This is an optimization exercise on Yosys and OpenROAD, whose aim is small area and few clock cycles per item, not a production implementation.
In this exercise RTL edits were held to simulation tests only and were not proved equivalent to the original.

==> flow/design.v, too long to show whole: its modules and the start of the top module <==
// module fp_mult_pipe: 1722 lines
module fp_mult_pipe #(
    parameter int EXP_W = 8,
    parameter int MAN_W = 23
) (
    input  logic                 clk,
    input  logic                 rst,
    input  logic                 in_valid,
    output logic                 in_ready,
    input  logic [EXP_W+MAN_W:0] a,
    input  logic [EXP_W+MAN_W:0] b,
    input  logic [2:0]           rnd,
    output logic                 out_valid,
    input  logic                 out_ready,
    output logic [EXP_W+MAN_W:0] z,
    output logic [7:0]           status
);
  // ...
==> flow/flow/run.sh <==
#!/bin/bash
# The standard layout (standard.sh: the standard flow's synthesis and ORFS flow), with every
# input and output port buffered by a plain buf_1 instead of the default port
# buffer cell. The make output is kept in flow_make.log; each ORFS step writes
# its own log under orfs/logs/.
set -euo pipefail
export BUFFER_PORTS_ARGS="-buffer_cell sky130_fd_sc_hd__buf_1"
bash standard.sh finish > flow_make.log 2>&1
==> flow/standard.sh <==
#!/bin/bash
# synth_recipe.tcl (not shown) runs the flow's synth.tcl, then flattens the netlist and writes it again
# the make line also repeats each setting of config.mk as NAME=value (left out here)
make -C /OpenROAD-flow-scripts/flow DESIGN_CONFIG=/design/flow/config.mk WORK_HOME=/design/flow/orfs CLKGATE_MAP_FILE= SYNTH_SCRIPT=/design/flow/synth_recipe.tcl "${@:-finish}"
==> flow/config.mk <==
export PLATFORM = sky130hd
export DESIGN_NAME = fp_mult_pipe
export DESIGN_NICKNAME = fp_mult_pipe
export VERILOG_FILES = /design/flow/design.v
export SDC_FILE = /design/flow/constraint.sdc
export NUM_CORES = 4
export LEC_CHECK = 0
export ABC_AREA = 1
export CAP_MARGIN = 20
export CORE_MARGIN = 2
export CORE_UTILIZATION = 40
export SLEW_MARGIN = 20
==> flow/constraint.sdc <==
create_clock -name core_clock -period 7.5 [get_ports {clk}]
set_input_delay 1.5000 -clock core_clock [delete_from_list [all_inputs] [get_ports {clk}]]
set_output_delay 1.5000 -clock core_clock [all_outputs]
set_load 0.01 [all_outputs]
==> results.ini, run 1 <==
[status]
status = complete, no violations

[timing]
slew_viol_final = 0
max_slew_margin_pct = 27.1

[worst_setup_path]
crit_cells = 31
cp_max_fo = 7
worstPathArrival_ns = 7.25
regToRegSetupSlack_ns = 6.08
endpoint = prod_r[15]$_DFFE_PN_
r2r_end = prod_r[11]$_DFFE_PN_

[finish]
clkbuf_count = 5
utilization_pct = 45.6
buffers = 276
reg_top3 = prod_r: 26 flops, esum_r: 9 flops
largest_register_ff_count = 26
buffer_area_share_pct = 8.57
inv_count = 425

[synth]
netlist.area_leader.share_pct = 29.4
synth-adder-area-share_pct = 38.1
synth_cells = 2200
async_flop_share_pct = 0
synth_area_leaders = fa_1 29%, xor2_1 14%, o22ai_1 9.5%
yosys_warnings = 1
synthXorXnorAreaFrac_pct = 14.9
syn_avg_cell_area_um2 = 7.90

[detailed_routing]
ant_nets = 0
drt_wl_total_um = 55000
wl_met1_um = 24000

[floorplanning]
dieArea_um2 = 45100
core_um2 = 43000
start_util_pct = 40.4

[cts]
ctsHtreeMaxLevel = 2

[global_route]
grt_use_met1_pct = 33.9
grt_pass1_vias = 15500
met3_usage_pct = 3.56

[flow_run]
max_cap_viol_count = 0

Testbench counts, summed over its fixed seeds: cycles 12,008, items 12,000.
==> inputs of run 2 (changes only) <==
--- a/flow/flow/run.sh
+++ b/flow/flow/run.sh
@@ -6,3 +6,4 @@
 set -euo pipefail
 export BUFFER_PORTS_ARGS="-buffer_cell sky130_fd_sc_hd__buf_1"
+export GPL_KEEP_OVERFLOW=0
 bash standard.sh finish > flow_make.log 2>&1
--- a/flow/config.mk
+++ b/flow/config.mk
@@ -9,4 +9,5 @@
 export CAP_MARGIN = 20
 export CORE_MARGIN = 2
-export CORE_UTILIZATION = 40
+export CORE_UTILIZATION = 60
+export CTS_BUF_LIST = sky130_fd_sc_hd__clkbuf_4 sky130_fd_sc_hd__clkbuf_8
 export SLEW_MARGIN = 20
==> results.ini, run 2 <==
[floorplanning]
start_util_pct = 60.7  ; was 40.4%
fp.dieW_um = 174  ; was 212 µm
core_um2 = 28600  ; was 43000 µm²
dieArea_um2 = 30400  ; was 45100 µm²
ios = 113  ; unchanged
fp-row-count = 62  ; was 76
die_y_um = 174  ; was 212 µm

[synth]
async_flop_share_pct = 0  ; unchanged
syn_avg_cell_area_um2 = 7.90  ; unchanged
synth_top_cells_by_count = 392 x inv_1, 280 x xor2_1, 277 x nand2_1  ; unchanged
synth_cells = 2200  ; unchanged
yosys_warnings = 1  ; unchanged
yosysMostFrequentCell = inv_1  ; unchanged
synth_area_leaders = fa_1 29%, xor2_1 14%, o22ai_1 9.5%  ; unchanged
synth-seq-cells = 42  ; unchanged
yosysTopAreaCell = fa_1  ; unchanged
synth_edf_count = 41  ; unchanged
netlist.area_leader.share_pct = 29.4  ; unchanged
netlist_area_um2 = 17400  ; unchanged
synth-main-ff-cell = edfxtp_1  ; unchanged
ys_seq_area_share_pct = 7.20  ; unchanged
ys_types = 48  ; unchanged

[placed_design]
postPlaceCellArea_um2 = 17800  ; was 19200 µm²
dpl_worst_slack_ns = -2.05  ; was -0.296 ns
io_buffers = 110  ; unchanged
dp_hpwl_um = 39500  ; was 46200 µm
gp_congestion = 0.957  ; was 0.967

[flow_run]
max_cap_viol_count = 0  ; unchanged

[cts]
ctsHtreeMaxLevel = 2  ; unchanged
cts.reportedPaths.clkPinSlew_ns = 0.08  ; was 0.06 ns
numCtsBuffers = 5  ; unchanged
cts_tree = yes  ; unchanged
cts_max_path_buffers = 2  ; unchanged
clk_latency_ns = 0.31  ; was 0.29 ns
clock-sinks = 42  ; unchanged
cts_hold_buf = 0  ; unchanged
cts_root_buf = clkbuf_8  ; was clkbuf_16

[finish]
layout-drive-gt1-share_pct = 10.0  ; was 12.6%
design_area_um2 = 18800  ; was 19600 µm²
largest_register_ff_count = 26  ; unchanged
diodes = 0  ; unchanged
reg_top3 = prod_r: 26 flops, esum_r: 9 flops  ; unchanged
top_register = prod_r  ; unchanged
final_common_cell = inv_1  ; unchanged
n_fill_cell = 2573  ; was 4361
layout_common_cells = 378 x inv_1, 278 x xor2_1, 258 x o22ai_1  ; was 391 x inv_1, 277 x xor2_1, 265 x nand2_1
nNetsFinal = 2682  ; was 2796
syn2layout_area_growth_pct = 8.42  ; was 12.7%

[detailed_routing]
num_vias = 15700  ; was 15600
drt-vias-per-instance = 6.00  ; was 5.31
drt_iter0_markers = 1698  ; was 1284
ant_nets = 0  ; unchanged
route.detailed.wl_per_inst_um = 20.8  ; was 18.7 µm
drt_wl_total_um = 54400  ; was 55000 µm
drc_errors = 0  ; unchanged
dr.pass1.iters = 6  ; was 5

[global_route]
grt_usage_pct = 35.5  ; was 24.6%
grt_pass1_wl_um = 84100  ; was 86100 µm
grt_pass1_vias = 15500  ; about the same
antenna_found_initial = 1  ; was 0
grt_overflow = 0  ; unchanged
grt_max_degree = 32  ; was 43

[status]
status = complete, no violations  ; unchanged

[timing]
rsz0062_at_grt = true  ; unchanged
period_share_pct = 97.6  ; was 94.5%
finalWorstPathRequiredPeriod_ns = 7.32  ; was 7.09 ns
setup_viol = 0  ; unchanged
finalHoldViolations = 0  ; unchanged
slew_viol_final = 0  ; unchanged
max_freq_mhz = 137  ; was 141 MHz
fin_skew_ns = 0.00839  ; was 0.00886 ns
tightest_slew_ns = 1.10  ; was 1.08 ns
max_slew_margin_pct = 26.0  ; was 27.1%
fin_ws_ns = 0.183  ; was 0.410 ns

[worst_setup_path]
worstPathArrival_ns = 7.38  ; was 7.25 ns
cp_data_required_time_ns = 7.56  ; was 7.66 ns
worst-setup-path-type = input pin to flip-flop  ; unchanged
worstSetupStartpointType = input pin  ; unchanged
cp-end-kind = flip-flop  ; unchanged
cp_max_fo = 24  ; was 7

[min_path]
hp-class = flip-flop to flip-flop  ; unchanged

run 2: cell counts after synthesis:
Identical to the previous run, type by type.
run 2: area by class of cell:
type	count	area (µm²)	share of cell area [%]
clock buffers	5	68.8	0.365
clock inverters	3	40.0	0.212
inverters	425	1690	8.99
multi-input cells	1601	14400	76.4
flip-flops and latches	42	1250	6.64
well taps	384	480	2.55
repair buffers	148	856	4.54
repair inverters	11	55.1	0.292
run 2: logic make-up (layout without fill, tap and decap cells):
group	after synthesis	in the layout	synth area share (%)
flops	42	42	7.20
other cells	1	2	0.0216
fa+ha+maj	377	377	38.1
buf+inv	561	592	12.6
compound gates	405	406	14.1
mux	2	2	0.115
simple gates	517	519	12.9
xor+xnor	295	295	14.9
run 2: worst max-delay path, cell delays in order:
cell	delay, ns
buf_6	0.15
or2_2	0.35
nand2_4	0.28
o22ai_2	0.15
xor2_2	0.19
fa_1	0.51
fa_1	0.40
fa_1	0.55
fa_1	0.45
fa_1	0.52
inv_1	0.04
ha_1	0.34
nand2_1	0.11
nor3_1	0.17
nand2_1	0.09
nand2_2	0.13
fa_2	0.24
nand3_1	0.10
nand3_2	0.10
nand4_1	0.10
nand3_2	0.12
nand3_2	0.10
nand2_4	0.10
inv_1	0.05
fa_1	0.37
xnor2_1	0.14
run 2: worst paths after layout:
| path | start | endpoint | slack (ns) | depth (start not counted) |
|---|---|---|---|---|
| hold reg to reg | v_r$_SDFFE_PP0N_ | v_r$_SDFFE_PP0N_ | 0.75 | 2 |
| hold / removal | v_r$_SDFFE_PP0N_ | v_r$_SDFFE_PP0N_ | 0.75 | 2 |
| setup / recovery | b[5] | prod_r[16]$_DFFE_PN_ | 0.18 | 26 |
| setup reg to reg | v_r$_SDFFE_PP0N_ | prod_r[24]$_DFFE_PN_ | 6.32 | 2 |
run 2: metal layers:
layer	global-route usage (%)	part of all wire, %	vias to the layer above
met5	0	0	-
met4	15.7	4.2	0
met3	8.42	11	168
met2	56.4	45	932
met1	46.5	39	7467
li1	-	-	7147
run 2: per-stage QoR:
stage               hold WS, ns  utilization, %  std cells  setup TNS (ns)
global placement           1.69            61.8       2559          -67.49
CTS                       0.763            64.1       2596               0
detailed placement        0.753            62.3       2566          -44.11
finish                    0.753            65.8       2619               0
global route              0.808            65.8       2619         -0.0195
floorplan                  1.41               -       2201               0
run 2: repair_timing:
item | in CTS | in global routing
cloned | 7 | 8
endpoints found under the setup margin | 27 | 52
pin swaps | 3 | 12
buffers inserted | 15 | 15
resized for setup | 95 | 84
==> inputs of run 3 (changes only) <==
==> flow/flow/run.sh (replaced) <==
#!/bin/bash
# The standard layout (standard.sh: the standard flow's synthesis and ORFS flow), with every
# input and output port buffered by a plain buf_1 instead of the default port
# buffer cell, and the timing-driven global placement's resizer changes not
# kept (GPL_KEEP_OVERFLOW=0): repair_timing after CTS fixes what is needed.
# its own log under orfs/logs/.
set -euo pipefail
export BUFFER_PORTS_ARGS="-buffer_cell sky130_fd_sc_hd__buf_1"
export GPL_KEEP_OVERFLOW=0
bash standard.sh finish > flow_make.log 2>&1
==> results.ini, run 3 <==
[synth]
synthXorXnorAreaFrac_pct = 14.9  ; unchanged
synth-main-ff-cell = edfxtp_1  ; unchanged
yosysMostFrequentCell = inv_1  ; unchanged
synth-simple-area-share_pct = 12.9  ; unchanged
syn_avg_cell_area_um2 = 7.90  ; unchanged
ys_types = 48  ; unchanged
synth_cells = 2200  ; unchanged
synth_area_leaders = fa_1 29%, xor2_1 14%, o22ai_1 9.5%  ; unchanged
yosysTopAreaCell = fa_1  ; unchanged
yosys_warnings = 1  ; unchanged
ys_seq_area_share_pct = 7.20  ; unchanged
synth-adder-area-share_pct = 38.1  ; unchanged
netlist_area_um2 = 17400  ; unchanged
async_flop_share_pct = 0  ; unchanged
synth_compound_area_share_pct = 14.1  ; unchanged
synth_top_family_by_area = adder cells  ; unchanged
synth-seq-cells = 42  ; unchanged
netlist.area_leader.share_pct = 29.4  ; unchanged
yosys-mux-area-fraction_pct = 0.115  ; unchanged
synth_edf_count = 41  ; unchanged
synth_top_cells_by_count = 392 x inv_1, 280 x xor2_1, 277 x nand2_1  ; unchanged

[finish]
final_common_cell = inv_1  ; unchanged
layout_common_cells = 378 x inv_1, 278 x xor2_1, 258 x o22ai_1  ; unchanged
reg_top3 = prod_r: 26 flops, esum_r: 9 flops  ; unchanged
multi_input_area_um2 = 14400  ; unchanged
diodes = 0  ; unchanged
n_fill_cell = 2573  ; unchanged
layout-drive-gt1-share_pct = 10.0  ; unchanged
largest_register_ff_count = 26  ; unchanged
layout.cells.non_filler = 2619  ; unchanged
syn2layout_area_growth_pct = 8.42  ; unchanged
top_register = prod_r  ; unchanged
seqCellArea_um2 = 1250  ; unchanged
utilization_pct = 65.8  ; unchanged
nNetsFinal = 2682  ; unchanged

[worst_setup_path]
cp-end-kind = flip-flop  ; unchanged
worstPathArrival_ns = 7.38  ; about the same
worstSetupStartpointType = input pin  ; unchanged
worst-setup-path-type = input pin to flip-flop  ; unchanged
cp_max_fo = 24  ; unchanged
regToRegSetupSlack_ns = 6.32  ; about the same
cp_data_required_time_ns = 7.56  ; about the same

[min_path]
hp-class = flip-flop to flip-flop  ; unchanged

[timing]
slew_viol_final = 0  ; unchanged
max_freq_mhz = 137  ; unchanged
period_share_pct = 97.6  ; unchanged
finalWorstPathRequiredPeriod_ns = 7.32  ; unchanged
setup_viol = 0  ; unchanged
tightest_slew_ns = 1.10  ; unchanged
fin_skew_ns = 0.00839  ; unchanged
rsz0062_at_grt = true  ; unchanged
max_slew_margin_pct = 26.0  ; unchanged
finalHoldViolations = 0  ; unchanged

[global_route]
grt_overflow = 0  ; unchanged
grt_max_degree = 32  ; unchanged
grt_pass1_vias = 15500  ; unchanged
grt_pass1_wl_um = 84100  ; unchanged
antenna_found_initial = 1  ; unchanged
grt_usage_pct = 35.5  ; unchanged

[detailed_routing]
drt_wl_total_um = 54400  ; unchanged
route.detailed.wl_per_inst_um = 20.8  ; unchanged
drt-vias-per-instance = 6.00  ; unchanged
ant_nets = 0  ; unchanged
dr.pass1.iters = 6  ; unchanged
num_vias = 15700  ; unchanged
drt_iter0_markers = 1698  ; unchanged
drc_errors = 0  ; unchanged

[cts]
cts.reportedPaths.clkPinSlew_ns = 0.08  ; about the same
cts_root_buf = clkbuf_8  ; unchanged
numCtsBuffers = 5  ; unchanged
cts_tree = yes  ; unchanged
ctsHtreeMaxLevel = 2  ; unchanged
clk_latency_ns = 0.31  ; about the same
clock-sinks = 42  ; unchanged
cts_max_path_buffers = 2  ; unchanged

[placed_design]
gp_congestion = 0.957  ; unchanged
io_buffers = 110  ; unchanged
dp_hpwl_um = 39500  ; unchanged
dpl.cell_count = 2566  ; unchanged

[status]
status = complete, no violations  ; unchanged

[floorplanning]
die_y_um = 174  ; unchanged
fp-row-count = 62  ; unchanged
core_um2 = 28600  ; unchanged
ios = 113  ; unchanged
start_util_pct = 60.7  ; unchanged
fp.dieW_um = 174  ; unchanged
dieArea_um2 = 30400  ; unchanged

[flow_run]
max_cap_viol_count = 0  ; unchanged

[run 3: cell counts after synthesis]
No cell type changed its count.
[run 3: per-layer routing]
layer  vias to the layer above  GRT usage (%)  wire length (µm)  share of wire (%)
met5                         -              0                 0                  0
met4                         0           15.7              2270                4.2
met3                       168           8.42              6250                 11
met2                       932           56.4             24400                 45
met1                      7467           46.5             21500                 39
li1                       7147              -                 -                  -
[run 3: timing repair]
item	in CTS	in global routing
pin swaps	3	12
gates cloned	7	8
endpoints found under the setup margin	27	52
hold buffers	0	0
gates resized for setup	95	84
buffers inserted	15	15
[run 3: cell families (layout without fill, tap and decap cells)]
kind of cell	Yosys count	after routing
buf+inv	561	592
simple gates	517	519
compound gates	405	406
fa+ha+maj	377	377
xor+xnor	295	295
flops	42	42
mux	2	2
other cells	1	2
[run 3: worst max-delay path, stage by stage]
cell and delay [ns]:
buf_6 0.15, or2_2 0.35, nand2_4 0.28, o22ai_2 0.15, xor2_2 0.19, fa_1 0.51
fa_1 0.40, fa_1 0.55, fa_1 0.45, fa_1 0.52, inv_1 0.04, ha_1 0.34
nand2_1 0.11, nor3_1 0.17, nand2_1 0.09, nand2_2 0.13, fa_2 0.24, nand3_1 0.10
nand3_2 0.10, nand4_1 0.10, nand3_2 0.12, nand3_2 0.10, nand2_4 0.10, inv_1 0.05
fa_1 0.37, xnor2_1 0.14
[run 3: path summary, 6_finish.rpt]
path                            cells after the start        startpoint                    to
worst max-delay path                               26              b[5]  prod_r[16]$_DFFE_PN_
worst min-delay path                                2  v_r$_SDFFE_PP0N_      v_r$_SDFFE_PP0N_
worst max register to register                      2  v_r$_SDFFE_PP0N_  prod_r[24]$_DFFE_PN_
worst min register to register                      2  v_r$_SDFFE_PP0N_      v_r$_SDFFE_PP0N_
[run 3: per-stage QoR]
stage	hold slack [ns]	instance area [µm²]	setup TNS (ns)	worst slack, ns
2_1_floorplan	1.41	17400	0	0.00405
3_3_place_gp	1.69	17700	-67.49	-2.72
3_5_place_dp	0.753	17800	-44.11	-2.05
4_1_cts	0.763	18300	0	0.00483
5_1_grt	0.808	18800	-0.0195	-0.0195
6_report	0.753	18800	0	0.183
[run 3: area by class of cell]
| type | instances | area share [%] |
|---|---|---|
| multi-input combinational | 1601 | 76.4 |
| inverter | 425 | 8.99 |
| sequential | 42 | 6.64 |
| timing repair buffer | 148 | 4.54 |
| tap | 384 | 2.55 |
| clock buffer | 5 | 0.365 |
| timing repair inverter | 11 | 0.292 |
| clock inverter | 3 | 0.212 |
==> inputs of run 4 (changes only) <==
--- a/flow/flow/run.sh
+++ b/flow/flow/run.sh
@@ -4,5 +4,6 @@
 # buffer cell, and the timing-driven global placement's resizer changes not
 # kept (GPL_KEEP_OVERFLOW=0): repair_timing after CTS fixes what is needed.
-# its own log under orfs/logs/.
+# The make output is kept in flow_make.log; each ORFS step writes its own log
+# under orfs/logs/.
 set -euo pipefail
 export BUFFER_PORTS_ARGS="-buffer_cell sky130_fd_sc_hd__buf_1"
--- a/flow/config.mk
+++ b/flow/config.mk
@@ -9,5 +9,5 @@
 export CAP_MARGIN = 20
 export CORE_MARGIN = 2
-export CORE_UTILIZATION = 60
+export CORE_UTILIZATION = 70
 export CTS_BUF_LIST = sky130_fd_sc_hd__clkbuf_4 sky130_fd_sc_hd__clkbuf_8
 export SLEW_MARGIN = 20
==> results.ini, run 4 <==
[status]
status = complete, no violations  ; unchanged

[timing]
max_freq_mhz = 136  ; was 137 MHz
tightest_slew_ns = 1.07  ; was 1.10 ns
slew_viol_final = 0  ; unchanged
setup_viol = 0  ; unchanged
period_share_pct = 98.2  ; was 97.6%
tns_ns = 0  ; unchanged
max_slew_margin_pct = 28.0  ; was 26.0%
rsz0062_at_grt = true  ; unchanged
finalHoldViolations = 0  ; unchanged
finalWorstPathRequiredPeriod_ns = 7.37  ; was 7.32 ns
fin_skew_ns = 0.0105  ; was 0.00839 ns
fin_hold_ws_ns = 0.720  ; was 0.753 ns

[synth]
ys_seq_area_share_pct = 7.20  ; unchanged
synth_area_leaders = fa_1 29%, xor2_1 14%, o22ai_1 9.5%  ; unchanged
synth-main-ff-cell = edfxtp_1  ; unchanged
synth_cells = 2200  ; unchanged
syn_avg_cell_area_um2 = 7.90  ; unchanged
synth_edf_count = 41  ; unchanged
yosys_warnings = 1  ; unchanged
async_flop_share_pct = 0  ; unchanged
synth_top_cells_by_count = 392 x inv_1, 280 x xor2_1, 277 x nand2_1  ; unchanged
netlist_area_um2 = 17400  ; unchanged
yosysMostFrequentCell = inv_1  ; unchanged
ys_types = 48  ; unchanged
netlist.area_leader.share_pct = 29.4  ; unchanged
yosysTopAreaCell = fa_1  ; unchanged
synth-seq-cells = 42  ; unchanged

[detailed_routing]
drt_iter0_markers = 2161  ; was 1698
num_vias = 16200  ; was 15700
drt_wl_total_um = 55200  ; was 54400 µm
drc_errors = 0  ; unchanged
route.detailed.wl_per_inst_um = 21.7  ; was 20.8 µm
dr.pass1.iters = 9  ; was 6
ant_nets = 0  ; unchanged
drt-vias-per-instance = 6.37  ; was 6.00

[finish]
nNetsFinal = 2672  ; was 2682
top_register = prod_r  ; unchanged
layout_common_cells = 377 x inv_1, 278 x xor2_1, 257 x o22ai_1  ; was 378 x inv_1, 278 x xor2_1, 258 x o22ai_1
utilization_pct = 77.1  ; was 65.8%
diodes = 0  ; unchanged
final_common_cell = inv_1  ; unchanged
reg_top3 = prod_r: 26 flops, esum_r: 9 flops  ; unchanged
largest_register_ff_count = 26  ; unchanged
syn2layout_area_growth_pct = 7.81  ; was 8.42%
layout-drive-gt1-share_pct = 9.66  ; was 10.0%

[cts]
cts_max_path_buffers = 2  ; unchanged
clock-sinks = 42  ; unchanged
numCtsBuffers = 5  ; unchanged
cts_root_buf = clkbuf_8  ; unchanged
cts.reportedPaths.clkPinSlew_ns = 0.09  ; was 0.08 ns
clk_latency_ns = 0.31  ; about the same
cts_hold_buf = 0  ; unchanged
ctsHtreeMaxLevel = 2  ; unchanged
cts_tree = yes  ; unchanged

[worst_setup_path]
cp_max_fo = 12  ; was 24
r2r-start = v_r$_SDFFE_PP0N_  ; unchanged
worstSetupStartpointType = input pin  ; unchanged
worst-setup-path-type = input pin to flip-flop  ; unchanged
reg2reg_depth = 2  ; unchanged
worstPathArrival_ns = 7.44  ; was 7.38 ns
cp-end-kind = flip-flop  ; unchanged
regToRegSetupSlack_ns = 6.35  ; was 6.32 ns
cp_data_required_time_ns = 7.57  ; was 7.56 ns
r2r_end = prod_r[9]$_DFFE_PN_  ; was prod_r[24]$_DFFE_PN_

[min_path]
holdPathEnd = v_r$_SDFFE_PP0N_  ; unchanged
hp-class = flip-flop to flip-flop  ; unchanged
worstHoldStart = v_r$_SDFFE_PP0N_  ; unchanged
hold_depth = 2  ; unchanged

[global_route]
grt_pass1_vias = 16300  ; was 15500
grt_usage_pct = 41.6  ; was 35.5%
grt_pass1_wl_um = 84700  ; was 84100 µm
grt_overflow = 0  ; unchanged
grt_max_degree = 34  ; was 32
antenna_found_initial = 1  ; unchanged

[flow_run]
max_cap_viol_count = 0  ; unchanged

[floorplanning]
dieArea_um2 = 26100  ; was 30400 µm²
ios = 113  ; unchanged
fp-row-count = 57  ; was 62
core_um2 = 24300  ; was 28600 µm²
fp.dieW_um = 162  ; was 174 µm
start_util_pct = 71.5  ; was 60.7%
die_y_um = 162  ; was 174 µm

[placed_design]
dp_hpwl_um = 39400  ; was 39500 µm
gp_congestion = 0.967  ; was 0.957
io_buffers = 110  ; unchanged

## run 4: cell type report
class | instances | area (µm²)
repair buffers | 139 | 837
flip-flops and latches | 42 | 1250
clock buffers | 6 | 76.3
repair inverters | 12 | 63.8
clock inverters | 2 | 37.5
fillers | 1801 | 5580
inverters | 425 | 1700
multi-input cells | 1599 | 14400
well taps | 324 | 405
## run 4: worst max path at each step
| stage | startpoint | endpoint | cells after the start |
|---|---|---|---|
| after detailed placement | b[9] | prod_r[15]$_DFFE_PN_ | 27 |
| final | a[4] | prod_r[16]$_DFFE_PN_ | 25 |
| after floorplan | b[1] | prod_r[15]$_DFFE_PN_ | 29 |
| after CTS | b[5] | prod_r[15]$_DFFE_PN_ | 28 |
| after global placement | b[21] | prod_r[15]$_DFFE_PN_ | 22 |
| after global routing | b[11] | prod_r[16]$_DFFE_PN_ | 28 |
## run 4: repair_timing
action,4_1_cts,5_1_grt
gates resized for setup,99,77
setup endpoints to repair,27,52
setup buffers,13,8
cloned,7,6
pin swaps,4,12
## run 4: per-stage QoR
stage | setup slack (ns) | instances | area [µm²]
finish | 0.134 | 2549 | 18700
global route | -0.0487 | 2549 | 18700
CTS | 0.0418 | 2535 | 18300
detailed placement | -2.00 | 2507 | 17800
global placement | -2.64 | 2499 | 17600
floorplan | 0.00405 | 2201 | 17400
## run 4: per-layer routing
metal  wire length, µm  global-route usage, %  up-vias
li1                  -                      -     7124
met1             19900                   52.7     7581
met2             24600                   66.8     1246
met3              7490                   10.2      292
met4              3140                   20.7        2
met5                 8                      0        -
## run 4: worst max-delay path, cell delays in order
cell        delay, ns
buf_1            0.39
clkinvlp_4       0.52
o22ai_1          0.37
xor2_1           0.24
fa_1             0.48
fa_1             0.46
fa_1             0.50
fa_1             0.53
inv_1            0.05
ha_1             0.35
nand2_2          0.08
o21bai_1         0.16
a21oi_1          0.18
a211oi_2         0.06
nand2_2          0.13
fa_2             0.23
nand3_1          0.09
nand3_2          0.10
nand4_1          0.10
nand3_2          0.12
nand3_2          0.09
nand2_4          0.10
inv_1            0.05
fa_1             0.38
xnor2_1          0.14
## run 4: kinds of logic after synthesis
family,count (synthesis),share of synthesized area (%)
AO/OA/AOI/OAI,405,14.1
XOR/XNOR,295,14.9
adder cells (fa/ha/maj),377,38.1
buffers and inverters,561,12.6
flip-flops,42,7.20
multiplexers,2,0.115
other,1,0.0216
AND/OR/NAND/NOR,517,12.9

==> separate check: timing with driven ports <==
No port has a modelled driver above. Below, the same layouts with a new extraction and two added sets of constraints.
Step 1: set_driving_cell puts a clkbuf_16 on clk and a buf_2 on each other input, an assumption about the parent block.
Step 2, shift: input delay + t, output delay - t, t = (earliest + latest rising clock arrival at the registers) / 2. This alone moves slack from input paths to output paths.
Three values: no drivers, after step 1, after step 2; two values: the first two.
run | shift t [ns] | setup slack, ns | worst slew at a driven data input, ns | cell pins on the clock port's net
run 1 | 0.324 | 0.410 / 0.419 / 0.096 | 0.08 | 1
run 2 | 0.349 | 0.183 / 0.178 / -0.171 | 0.06 | 1
run 3 | 0.349 | 0.183 / 0.178 / -0.171 | 0.06 | 1
run 4 | 0.346 | 0.134 / 0.148 / -0.197 | 0.08 | 1
Met with ideal ports but missed after step 2: setup timing in run 2, run 3 and run 4.
